Background: an optimization exercise with open tools, aiming at small area, a short achievable clock period and few clock cycles per item. Do not read the settings as production practice.
In this exercise RTL edits were held to simulation tests only and were not proved equivalent to the original.

Design blowfish_dec_iter, start of the top module:
module blowfish_dec_iter (
  input  logic         clk,
  input  logic         rst_n,
  input  logic         in_valid,
  output logic         in_ready,
  input  logic [63:0]  ct,
  input  logic [448:0] key,
  output logic         out_valid,
  input  logic         out_ready,
  output logic [63:0]  pt
);
For scale: about 1200 flip-flops, about 580 I/O pins, about 0.047 mm^2 of cells after synthesis.
==> module blowfish_dec_iter, before the edit <==
module blowfish_dec_iter (
  input  logic         clk,
  input  logic         rst_n,
  input  logic         in_valid,
  output logic         in_ready,
  input  logic [63:0]  ct,
  input  logic [448:0] key,
  output logic         out_valid,
  input  logic         out_ready,
  output logic [63:0]  pt
);
  function automatic logic [31:0] kw(input logic [447:0] k, input int n);
    kw = k[32*(14-n) +: 32];
  endfunction
  function automatic logic [31:0] pc(input int n);
    pc = blowfish_pkg::P_ARRAY[32*(18-n) +: 32];
  endfunction
  function automatic logic [31:0] pr(input logic [3:0] r);
    pr = 32'd0;
    for (int i = 0; i < 16; i++) begin
      if (r == 4'(i)) pr = pc(16 - i);
    end
  endfunction
  logic [31:0] t1_q, u1_q;
  logic        v1_q, d1_q, f1_q, q1_q;
  logic [3:0]  c1_q;
  localparam int FLo = 10;
  logic [31-FLo:0] s1h_q, s2h_q, s3h_q;
  logic [FLo-1:0]  zl_q;
  logic            cl_q;
  logic [31:0]     s4_q, up2_q, tp2_q;
  logic        v2_q, d2_q, f2_q, q2_q;
  logic [3:0]  c2_q;
  logic [31:0] ring_q [28];
  logic [63:0] pt_q;
  logic        out_valid_q, ld_q, rdy_q, acc_seq_q, head_seq_q;
  logic        ld_d;
  logic [31-FLo:0] sb1h, sb2h, sb3h;
  logic [FLo-1:0]  sbzl;
  logic            sbcl;
  logic [31:0]     par, sb4, f, tn;
  logic        fin2, cand, leave, head_seq_d, out_valid_d;
  logic        unused_key_msb;
  assign unused_key_msb = key[448];
  assign par = ring_q[0] ^ pr(c1_q);
  feistel_sbox u_sbox (
    .x   (t1_q),
    .s1h (sb1h),
    .s2h (sb2h),
    .s3h (sb3h),
    .s4  (sb4),
    .zl  (sbzl),
    .cl  (sbcl)
  );
  always_ff @(posedge clk) begin
    s1h_q <= sb1h;
    s2h_q <= sb2h;
    s3h_q <= sb3h;
    s4_q  <= sb4;
    zl_q  <= sbzl;
    cl_q  <= sbcl;
    up2_q <= u1_q;
    tp2_q <= t1_q ^ (d1_q ? 32'd0 : par);
    c2_q  <= c1_q;
    d2_q  <= d1_q;
    f2_q  <= f1_q;
    q2_q  <= q1_q;
  end
  feistel_mix u_mix (
    .s1h (s1h_q),
    .s2h (s2h_q),
    .s3h (s3h_q),
    .s4  (s4_q),
    .zl  (zl_q),
    .cl  (cl_q),
    .f   (f)
  );
  assign tn   = d2_q ? up2_q : (up2_q ^ f);
  assign fin2 = !d2_q && (c2_q == 4'd15);
  assign cand = v2_q && (fin2 || (d2_q && f2_q)) && (q2_q == head_seq_q);
  assign leave = cand && (!out_valid_q || out_ready);
  assign head_seq_d  = head_seq_q ^ leave;
  assign out_valid_d = leave || (out_valid_q && !out_ready);
  always_ff @(posedge clk) begin
    if (ld_q) begin
      t1_q <= ct[63:32] ^ kw(key[447:0], 4) ^ pc(18);
      u1_q <= ct[31:0]  ^ kw(key[447:0], 3) ^ pc(17);
      c1_q <= 4'd0;
      d1_q <= 1'b0;
      f1_q <= 1'b0;
      q1_q <= acc_seq_q;
    end else begin
      t1_q <= tn;
      u1_q <= tp2_q;
      c1_q <= c2_q + 4'd1;
      d1_q <= d2_q || fin2;
      f1_q <= d2_q && !f2_q;
      q1_q <= q2_q;
    end
  end
  always_ff @(posedge clk) begin
    if (!rst_n) begin
      v1_q        <= 1'b0;
      v2_q        <= 1'b0;
      out_valid_q <= 1'b0;
      rdy_q       <= 1'b0;
      acc_seq_q   <= 1'b0;
      head_seq_q  <= 1'b0;
    end else begin
      v1_q        <= rdy_q ? in_valid : (v2_q && !leave);
      v2_q        <= v1_q;
      out_valid_q <= out_valid_d;
      acc_seq_q   <= acc_seq_q ^ (rdy_q && in_valid);
      head_seq_q  <= head_seq_d;
      rdy_q       <= ld_d;
    end
  end
  assign ld_d = !v1_q || (!d1_q && (c1_q == 4'd15) && (q1_q == head_seq_d) && !out_valid_d);
  always_ff @(posedge clk) begin
    ld_q <= ld_d;
  end
  always_ff @(posedge clk) begin
    if (leave) pt_q <= {tp2_q, tn};
  end
  always_ff @(posedge clk) begin
    for (int i = 0; i < 28; i++) begin
      if (i % 2 == 0 && ld_q) ring_q[i] <= kw(key[447:0], ((15 - i / 2) % 14) + 1);
      else                    ring_q[i] <= ring_q[(i + 1) % 28];
    end
  end
  assign in_ready  = rdy_q;
  assign out_valid = out_valid_q;
  assign pt        = pt_q;
endmodule
Settings: LEC_CHECK=0, ABC_AREA=1, CAP_MARGIN=0, CORE_MARGIN=2, CORE_UTILIZATION=60, CTS_BUF_LIST=sky130_fd_sc_hd__clkbuf_16, CTS_CLUSTER_DIAMETER=100, CTS_CLUSTER_SIZE=30, SLEW_MARGIN=0, TNS_END_PERCENT=30; clock period 12.5 ns.
standard.sh (not shown) runs the stock make flow with config.mk's settings and CLKGATE_MAP_FILE= SYNTH_SCRIPT=/design/flow/synth_recipe.tcl, a recipe that flattens the netlist after the stock synthesis.
==> flow/flow/run.sh <==
#!/bin/bash
# The standard layout, with two changes to how it is made: the port buffers are the smallest
# buffer (buf_1) and timing repair aims for more setup slack than the clock period needs.
# make's full output goes to standard.log; each ORFS step logs under orfs/logs/.
set -euo pipefail
bash standard.sh \
  "BUFFER_PORTS_ARGS=-buffer_cell sky130_fd_sc_hd__buf_1" \
  "SETUP_SLACK_MARGIN=${FLOW_SETUP_MARGIN:-8.5}" \
  finish > standard.log 2>&1
Testbench counts at the start, summed over its fixed seeds: cycles 5,168, items 320.
Next try:
--- a/flow/design.v
+++ b/flow/design.v
@@ -417,9 +417,9 @@
   );
   assign tn   = d2_q ? up2_q : (up2_q ^ f);
   assign fin2 = !d2_q && (c2_q == 4'd15);
   assign cand = v2_q && (fin2 || (d2_q && f2_q)) && (q2_q == head_seq_q);
-  assign leave = cand && (!out_valid_q || out_ready);
+  assign leave = cand && !out_valid_q;
   assign head_seq_d  = head_seq_q ^ leave;
   assign out_valid_d = leave || (out_valid_q && !out_ready);
   always_ff @(posedge clk) begin
     if (ld_q) begin
Non-clock buffer count goes up by 1. Die area stays flat. Final cell count is about the same. Routed wire length barely changes. Fmax went up slightly. Utilization went up by 0.14 points. Register-to-register slack loses 0.04 ns. Setup slack gains 0.069 ns. Cell area stays flat.
Testbench counts after the change, summed over its fixed seeds: cycles 5,200, items 320.

-- afterwards: timing with drivers on the ports --
The flow's constraints put no driver on any port. The routed layouts listed below were extracted and timed again, unchanged, in two steps.
Step 1, drivers: a clkbuf_16 drives clk and a buf_2 each remaining input, both assumed.
Step 2 adds t to the input delays and takes it off the output delays; t is the mean of the earliest and latest rising clock arrival at the registers after step 1. Input paths then give back, and output paths get back, about the clock's delay inside the block.
a / b / c = no drivers / after step 1 / after step 2; a / b = the first two.
| run | t, ns | setup WS [ns] | cell pins on the clock port's net |
|---|---|---|---|
| the first run | 0.712 | 8.577 / 8.590 / 7.879 | 1 |
| the second run | 0.726 | 8.647 / 8.574 / 8.614 | 1 |
After both steps setup and hold are still met in every run listed. The setup slack of the first run, which loses most, moves by +0.013 ns with the drivers and by -0.698 ns with both steps.
